Context: an optimization exercise on an open-source flow, tuned for small area. The choices shown serve that exercise and are no tape-out recipe. In this exercise RTL edits were held to simulation tests only and were not proved equivalent to the original. No driver is modelled on the clock port, so clocking that relies on it looks cheaper here than on a real chip.

==> indigo: inputs <==
==> flow/design.v <==
module msu_out_collector #(
    parameter int AXI_LEN        = 32,
    parameter int T_LEN          = 64,
    parameter int SQ_OUT_BITS    = 1024,
    parameter int TIMEOUT_CYCLES = 256
) (
    input  logic                   clk,
    input  logic                   reset,
    input  logic                   start_xfer,
    input  logic                   s_axis_tvalid,
    output logic                   s_axis_tready,
    input  logic [AXI_LEN-1:0]     s_axis_tdata,
    input  logic [AXI_LEN/8-1:0]   s_axis_tkeep,
    output logic                   res_valid,
    input  logic                   res_ready,
    output logic [T_LEN-1:0]       res_t,
    output logic [SQ_OUT_BITS-1:0] res_sq,
    output logic                   res_err,
    output logic                   res_timeout,
    output logic                   busy,
    output logic [31:0]            result_count
);
    localparam int T_WORDS   = T_LEN / AXI_LEN;
    localparam int SQ_WORDS  = SQ_OUT_BITS / AXI_LEN;
    localparam int OUT_COUNT = T_WORDS + SQ_WORDS;
    localparam int BUF_W     = T_LEN + SQ_OUT_BITS;
    localparam int CNT_W     = $clog2(OUT_COUNT);
    logic [BUF_W-1:0]   shift_reg;
    logic [CNT_W-1:0]   word_cnt_reg;
    logic               start_pending_reg;
    logic               tready_reg;
    logic               tready_n_reg;    
    logic               res_valid_reg;
    logic               res_err_reg;
    logic               busy_reg;
    logic [31:0]        result_count_reg;
    logic               accept;
    logic               last_word;
    logic               take;
    logic               begin_collect;
    logic               end_collect;
    localparam int STALL_W = $clog2(TIMEOUT_CYCLES);
    logic [STALL_W-1:0] stall_cnt_reg;
    logic               res_timeout_reg;
    logic               stall_end;
    assign stall_end = tready_reg && !s_axis_tvalid &&
                       (stall_cnt_reg == STALL_W'(TIMEOUT_CYCLES - 1));
    assign accept        = tready_reg && s_axis_tvalid;
    assign last_word     = (word_cnt_reg == CNT_W'(OUT_COUNT - 1));
    assign take          = res_valid_reg && res_ready;
    assign begin_collect = (!busy_reg && start_xfer) ||
                           (take && (start_pending_reg || start_xfer));
    assign end_collect   = (accept && last_word) || stall_end;
    logic hold;
    assign hold = tready_n_reg || !s_axis_tvalid;
    always_ff @(posedge clk) begin
        shift_reg <= (shift_reg & {BUF_W{hold}}) |
                     ({s_axis_tdata, shift_reg[BUF_W-1:AXI_LEN]} & {BUF_W{accept}});
    end
    always_ff @(posedge clk) begin
        if (begin_collect)
            word_cnt_reg <= '0;
        else if (accept)
            word_cnt_reg <= word_cnt_reg + CNT_W'(1);
    end
    always_ff @(posedge clk) begin
        if (begin_collect || accept)
            stall_cnt_reg <= '0;
        else
            stall_cnt_reg <= stall_cnt_reg + STALL_W'(1);
    end
    always_ff @(posedge clk or negedge reset) begin
        if (!reset) begin
            start_pending_reg <= 1'b0;
            tready_reg        <= 1'b0;
            tready_n_reg      <= 1'b1;
            res_valid_reg     <= 1'b0;
            res_err_reg       <= 1'b0;
            busy_reg          <= 1'b0;
            result_count_reg  <= '0;
            res_timeout_reg   <= 1'b0;
        end else begin
            if (begin_collect)
                start_pending_reg <= 1'b0;
            else if (busy_reg && start_xfer)
                start_pending_reg <= 1'b1;
            if (begin_collect)
                tready_reg <= 1'b1;
            else if (end_collect)
                tready_reg <= 1'b0;
            if (begin_collect)
                tready_n_reg <= 1'b0;
            else if (end_collect)
                tready_n_reg <= 1'b1;
            if (end_collect)
                res_valid_reg <= 1'b1;
            else if (take)
                res_valid_reg <= 1'b0;
            if (begin_collect)
                busy_reg <= 1'b1;
            else if (take)
                busy_reg <= 1'b0;
            if (begin_collect)
                res_err_reg <= 1'b0;
            else if ((accept && !(&s_axis_tkeep)) || stall_end)
                res_err_reg <= 1'b1;
            if (begin_collect)
                res_timeout_reg <= 1'b0;
            else if (stall_end)
                res_timeout_reg <= 1'b1;
            if (take)
                result_count_reg <= result_count_reg + 32'd1;
        end
    end
    assign s_axis_tready = tready_reg;
    assign res_valid     = res_valid_reg;
    assign res_err       = res_err_reg;
    assign busy          = busy_reg;
    assign result_count  = result_count_reg;
    assign res_t         = shift_reg[T_LEN-1:0];
    assign res_sq        = shift_reg[BUF_W-1:T_LEN];
    assign res_timeout = res_timeout_reg;
endmodule
==> flow/flow/run.sh <==
#!/bin/bash
# Standard ORFS layout with: the port buffers made of the smallest buffer
# cell, IO pins one track apart (so a smaller die fits all 1166 ports), a
# clock tree of clkbuf_8 with larger sink clusters and no dummy loads, and
# buffer trees for high-fanout nets made of buffers no larger than buf_4.
set -euo pipefail
H=$PWD/flow/small_bufs.tcl
bash standard.sh \
  'BUFFER_PORTS_ARGS=-buffer_cell sky130_fd_sc_hd__buf_1' \
  'PLACE_PINS_ARGS=-min_distance 1 -min_distance_in_tracks' \
  'CTS_ARGS=-sink_clustering_enable -repair_clock_nets -dont_use_dummy_load -sink_clustering_size 16 -sink_clustering_max_diameter 60 -buf_list {sky130_fd_sc_hd__clkbuf_8}' \
  "PRE_GLOBAL_PLACE_TCL=$H" "PRE_RESIZE_TCL=$H" "PRE_REPAIR_TIMING_POST_PLACE_TCL=$H" \
  "PRE_CTS_TCL=$H" "PRE_GLOBAL_ROUTE_TCL=$H" \
  finish > std_flow.log 2>&1
==> flow/flow/small_bufs.tcl <==
# Keep the resizer's buffer trees (the shift enable nets) to small buffers.
set_dont_use {sky130_fd_sc_hd__buf_6 sky130_fd_sc_hd__buf_8 sky130_fd_sc_hd__buf_12 sky130_fd_sc_hd__buf_16 sky130_fd_sc_hd__bufbuf_8 sky130_fd_sc_hd__bufbuf_16 sky130_fd_sc_hd__bufinv_8 sky130_fd_sc_hd__bufinv_16}
==> flow/standard.sh <==
#!/bin/bash
# synth_recipe.tcl (not shown) runs the flow's synth.tcl, then flattens the netlist and writes it again
# the make line also repeats each setting of config.mk as NAME=value (left out here)
make -C /OpenROAD-flow-scripts/flow DESIGN_CONFIG=/design/flow/config.mk WORK_HOME=/design/flow/orfs CLKGATE_MAP_FILE= SYNTH_SCRIPT=/design/flow/synth_recipe.tcl "${@:-finish}"
==> flow/config.mk <==
export PLATFORM = sky130hd
export DESIGN_NAME = msu_out_collector
export DESIGN_NICKNAME = msu_out_collector
export VERILOG_FILES = /design/flow/design.v
export SDC_FILE = /design/flow/constraint.sdc
export NUM_CORES = 4
export LEC_CHECK = 0
export CAP_MARGIN = 20
export CORE_AREA = 5 5 265 265
export DIE_AREA = 0 0 270 270
export GPL_TIMING_DRIVEN = 0
export SLEW_MARGIN = 20
==> flow/constraint.sdc <==
create_clock -name core_clock -period 4.0 [get_ports {clk}]
set_input_delay 0.8000 -clock core_clock [delete_from_list [all_inputs] [get_ports {clk}]]
set_output_delay 0.8000 -clock core_clock [all_outputs]
set_load 0.01 [all_outputs]
==> sierra (differences from indigo) <==
--- a/flow/flow/run.sh
+++ b/flow/flow/run.sh
@@ -8,7 +8,7 @@
 bash standard.sh \
   'BUFFER_PORTS_ARGS=-buffer_cell sky130_fd_sc_hd__buf_1' \
   'PLACE_PINS_ARGS=-min_distance 1 -min_distance_in_tracks' \
-  'CTS_ARGS=-sink_clustering_enable -repair_clock_nets -dont_use_dummy_load -sink_clustering_size 16 -sink_clustering_max_diameter 60 -buf_list {sky130_fd_sc_hd__clkbuf_8}' \
-  "PRE_GLOBAL_PLACE_TCL=$H" "PRE_RESIZE_TCL=$H" "PRE_REPAIR_TIMING_POST_PLACE_TCL=$H" \
+  'CTS_ARGS=-sink_clustering_enable -repair_clock_nets -dont_use_dummy_load -sink_clustering_size 18 -sink_clustering_max_diameter 70 -buf_list {sky130_fd_sc_hd__clkbuf_8}' \
+  "PRE_GLOBAL_PLACE_TCL=$PWD/flow/gp_prep.tcl" "PRE_RESIZE_TCL=$H" "PRE_REPAIR_TIMING_POST_PLACE_TCL=$H" \
   "PRE_CTS_TCL=$H" "PRE_GLOBAL_ROUTE_TCL=$H" \
   finish > std_flow.log 2>&1
==> flow/flow/gp_prep.tcl (new file) <==
# Before global placement: small buffers only, and drop synthesis's fanout
# buffers (the timing-driven placement would do the same) so that repair_design
# rebuilds those trees after placement.
source [file join [file dirname [info script]] small_bufs.tcl]
remove_buffers
- CORE_AREA: 5 5 265 265 -> 5 5 253 253
- DIE_AREA: 0 0 270 270 -> 0 0 258 258
==> willow (differences from indigo) <==
--- a/flow/design.v
+++ b/flow/design.v
@@ -29,7 +29,6 @@
     logic [CNT_W-1:0]   word_cnt_reg;
     logic               start_pending_reg;
     logic               tready_reg;
-    logic               tready_n_reg;    
     logic               res_valid_reg;
     logic               res_err_reg;
     logic               busy_reg;
@@ -51,11 +50,9 @@
     assign begin_collect = (!busy_reg && start_xfer) ||
                            (take && (start_pending_reg || start_xfer));
     assign end_collect   = (accept && last_word) || stall_end;
-    logic hold;
-    assign hold = tready_n_reg || !s_axis_tvalid;
     always_ff @(posedge clk) begin
-        shift_reg <= (shift_reg & {BUF_W{hold}}) |
-                     ({s_axis_tdata, shift_reg[BUF_W-1:AXI_LEN]} & {BUF_W{accept}});
+        if (accept)
+            shift_reg <= {s_axis_tdata, shift_reg[BUF_W-1:AXI_LEN]};
     end
     always_ff @(posedge clk) begin
         if (begin_collect)
@@ -73,7 +70,6 @@
         if (!reset) begin
             start_pending_reg <= 1'b0;
             tready_reg        <= 1'b0;
-            tready_n_reg      <= 1'b1;
             res_valid_reg     <= 1'b0;
             res_err_reg       <= 1'b0;
             busy_reg          <= 1'b0;
@@ -88,10 +84,6 @@
                 tready_reg <= 1'b1;
             else if (end_collect)
                 tready_reg <= 1'b0;
-            if (begin_collect)
-                tready_n_reg <= 1'b0;
-            else if (end_collect)
-                tready_n_reg <= 1'b1;
             if (end_collect)
                 res_valid_reg <= 1'b1;
             else if (take)
==> flow/flow/run.sh (replaced) <==
#!/bin/bash
# Standard ORFS layout, with the port buffers made of the smallest buffer cell.
set -euo pipefail
bash standard.sh 'BUFFER_PORTS_ARGS=-buffer_cell sky130_fd_sc_hd__buf_1' finish > std_flow.log 2>&1
- CORE_AREA: 5 5 265 265 -> not set
- CORE_MARGIN: not set -> 2
- CORE_UTILIZATION: not set -> 55
- DIE_AREA: 0 0 270 270 -> not set
- GPL_TIMING_DRIVEN: 0 -> not set
removed: flow/flow/small_bufs.tcl
==> yarrow (differences from indigo) <==
--- a/flow/design.v
+++ b/flow/design.v
@@ -29,7 +29,6 @@
     logic [CNT_W-1:0]   word_cnt_reg;
     logic               start_pending_reg;
     logic               tready_reg;
-    logic               tready_n_reg;    
     logic               res_valid_reg;
     logic               res_err_reg;
     logic               busy_reg;
@@ -51,11 +50,9 @@
     assign begin_collect = (!busy_reg && start_xfer) ||
                            (take && (start_pending_reg || start_xfer));
     assign end_collect   = (accept && last_word) || stall_end;
-    logic hold;
-    assign hold = tready_n_reg || !s_axis_tvalid;
     always_ff @(posedge clk) begin
-        shift_reg <= (shift_reg & {BUF_W{hold}}) |
-                     ({s_axis_tdata, shift_reg[BUF_W-1:AXI_LEN]} & {BUF_W{accept}});
+        if (accept)
+            shift_reg <= {s_axis_tdata, shift_reg[BUF_W-1:AXI_LEN]};
     end
     always_ff @(posedge clk) begin
         if (begin_collect)
@@ -73,7 +70,6 @@
         if (!reset) begin
             start_pending_reg <= 1'b0;
             tready_reg        <= 1'b0;
-            tready_n_reg      <= 1'b1;
             res_valid_reg     <= 1'b0;
             res_err_reg       <= 1'b0;
             busy_reg          <= 1'b0;
@@ -88,10 +84,6 @@
                 tready_reg <= 1'b1;
             else if (end_collect)
                 tready_reg <= 1'b0;
-            if (begin_collect)
-                tready_n_reg <= 1'b0;
-            else if (end_collect)
-                tready_n_reg <= 1'b1;
             if (end_collect)
                 res_valid_reg <= 1'b1;
             else if (take)
==> flow/flow/run.sh (replaced) <==
#!/bin/bash
# Standard ORFS layout with: the port buffers made of the smallest buffer
# cell, IO pins one track apart (so a smaller die fits all 1166 ports), and a
# clock tree of small buffers with larger sink clusters and no dummy loads.
set -euo pipefail
bash standard.sh \
  'BUFFER_PORTS_ARGS=-buffer_cell sky130_fd_sc_hd__buf_1' \
  'PLACE_PINS_ARGS=-min_distance 1 -min_distance_in_tracks' \
  'CTS_ARGS=-sink_clustering_enable -repair_clock_nets -dont_use_dummy_load -sink_clustering_size 20 -sink_clustering_max_diameter 60 -buf_list {sky130_fd_sc_hd__clkbuf_8}' \
  finish > std_flow.log 2>&1
- CORE_AREA: 5 5 265 265 -> 5 5 253 253
- DIE_AREA: 0 0 270 270 -> 0 0 258 258
- GPL_TIMING_DRIVEN: 0 -> not set
removed: flow/flow/small_bufs.tcl
==> summary.md <==
| Metric | Value |
|---|---|
| Outcome | `finished clean` |
| Worst-margin pin slew | `a little over 0.8 ns` |
| Synth Area in Compound Gates | `0.276` |
| Synth Area in XOR/XNOR | `0.0106` |
| Critical path's slowest cell | `dfstp_2` |
| Fin util | `0.615` |
| Ys flop type | `dfxtp_1` |
| # IOs | `around 1200` |
| Starting Density | `0.517` |
| Largest cells by area after synthesis | `dfxtp_1 (64%), a22o_1 (27%), dfrtp_1 (2.7%)` |
Source of the figures above: indigo

==> summary.md <==
| Metric | Value |
|---|---|
| Outcome | `did not finish` |
| Err | `[ERROR PPL-0024] Number of IO pins (1166) exceeds maximum number of available positions (920). Increase the die perimeter from 1024.08um to 1585.76um.` |
| Synth Area in Adders | `0.00143` |
| Largest cells by area after synthesis | `edfxtp_1 (94%), dfrtp_1 (2.7%), dfxtp_1 (0.80%)` |
| Sequential fraction of the synthesis area | `0.971` |
| Overall die width | `256 microns` |
| Fail Step | `I/O pin placement (3_2_place_iop)` |
| Most numerous cell in the Yosys netlist | `edfxtp_1` |
| Synth Area in XOR/XNOR | `0.0105` |
| Starting Density | `0.555` |
| Ys flop type | `edfxtp_1` |
| Yosys cell types | `29` |
| Synth Area in Compound Gates | `0.00147` |
| Synth warn | `1` |
Source of the figures above: willow

==> summary.md <==
| Metric | Value |
|---|---|
| Outcome | `finished clean` |
| Critical path's slowest cell | `buf_4` |
| Starting Density | `0.565` |
| Ys flop type | `dfxtp_1` |
| Synth Area in XOR/XNOR | `0.0106` |
| # IOs | `about 1200` |
| Routed WL per cell | `28.1 microns` |
| Largest cell class | `flip-flops and latches` |
| Overflow after GRT | `0` |
| Largest cells by area after synthesis | `dfxtp_1 (64%), a22o_1 (27%), dfrtp_1 (2.7%)` |
| Fin util | `0.657` |
| Worst-margin pin slew | `around 1.1 ns` |
| Synth Area in Compound Gates | `0.276` |
Source of the figures above: sierra

==> summary.md <==
| Metric | Value |
|---|---|
| Max-slew headroom | `0.424` |
| # IOs | `1166` |
| Ys flop type | `edfxtp_1` |
| Clock buffer cells | `67` |
| Critical path's slowest cell | `buf_1` |
| Synth Area in Compound Gates | `0.00147` |
| Outcome | `finished clean` |
| Worst-margin pin slew | `around 0.86 ns` |
| Largest cells by area after synthesis | `edfxtp_1 (94%), dfrtp_1 (2.7%), dfxtp_1 (0.80%)` |
| Reg clk slew, reported paths | `around 0.12 ns` |
| Synth Area in XOR/XNOR | `0.0105` |
| Final period utilization | `0.582` |
| Starting Density | `0.569` |
| Fin util | `0.677` |
| EDFF count, synth | `roughly 1100` |
Source of the figures above: yarrow

==> separate check: timing with driven ports <==
The results above use ideal ports. As a check the final layouts listed here were re-extracted and re-timed, cells and wires unchanged. Step 1: set_driving_cell puts a clkbuf_16 on clk and a buf_2 on each other input, an assumption about the parent block. Step 2 times the ports against the registers' clock, not the clock port: input delays grow and output delays shrink by t, the midpoint of the rising clock arrivals with the driver on. Three values: ideal, step 1, step 2; two values: the first two.
| run | t, ns | setup slack, ns | worst hold slack (ns) | clock arrival spread, ns | worst register clock-pin slew, ns |
|---|---|---|---|---|---|
| indigo | 0.754 | 1.364 / 1.364 / 1.004 | 0.308 / 0.281 / 0.481 | 0.054 / 0.054 | 0.11 / 0.11 |
| sierra | 0.714 | 0.336 / 0.336 / -0.332 | 0.320 / 0.299 / 0.479 | 0.052 / 0.052 | 0.12 / 0.12 |
| yarrow | 0.724 | 1.673 / 1.614 / 1.296 | 0.232 / 0.238 / 0.419 | 0.056 / 0.056 | 0.12 / 0.12 |
Met with ideal ports but missed after step 2: setup timing in sierra. The setup slack of sierra, which loses most, moves by 0.000 ns with the drivers and by -0.668 ns with both steps.
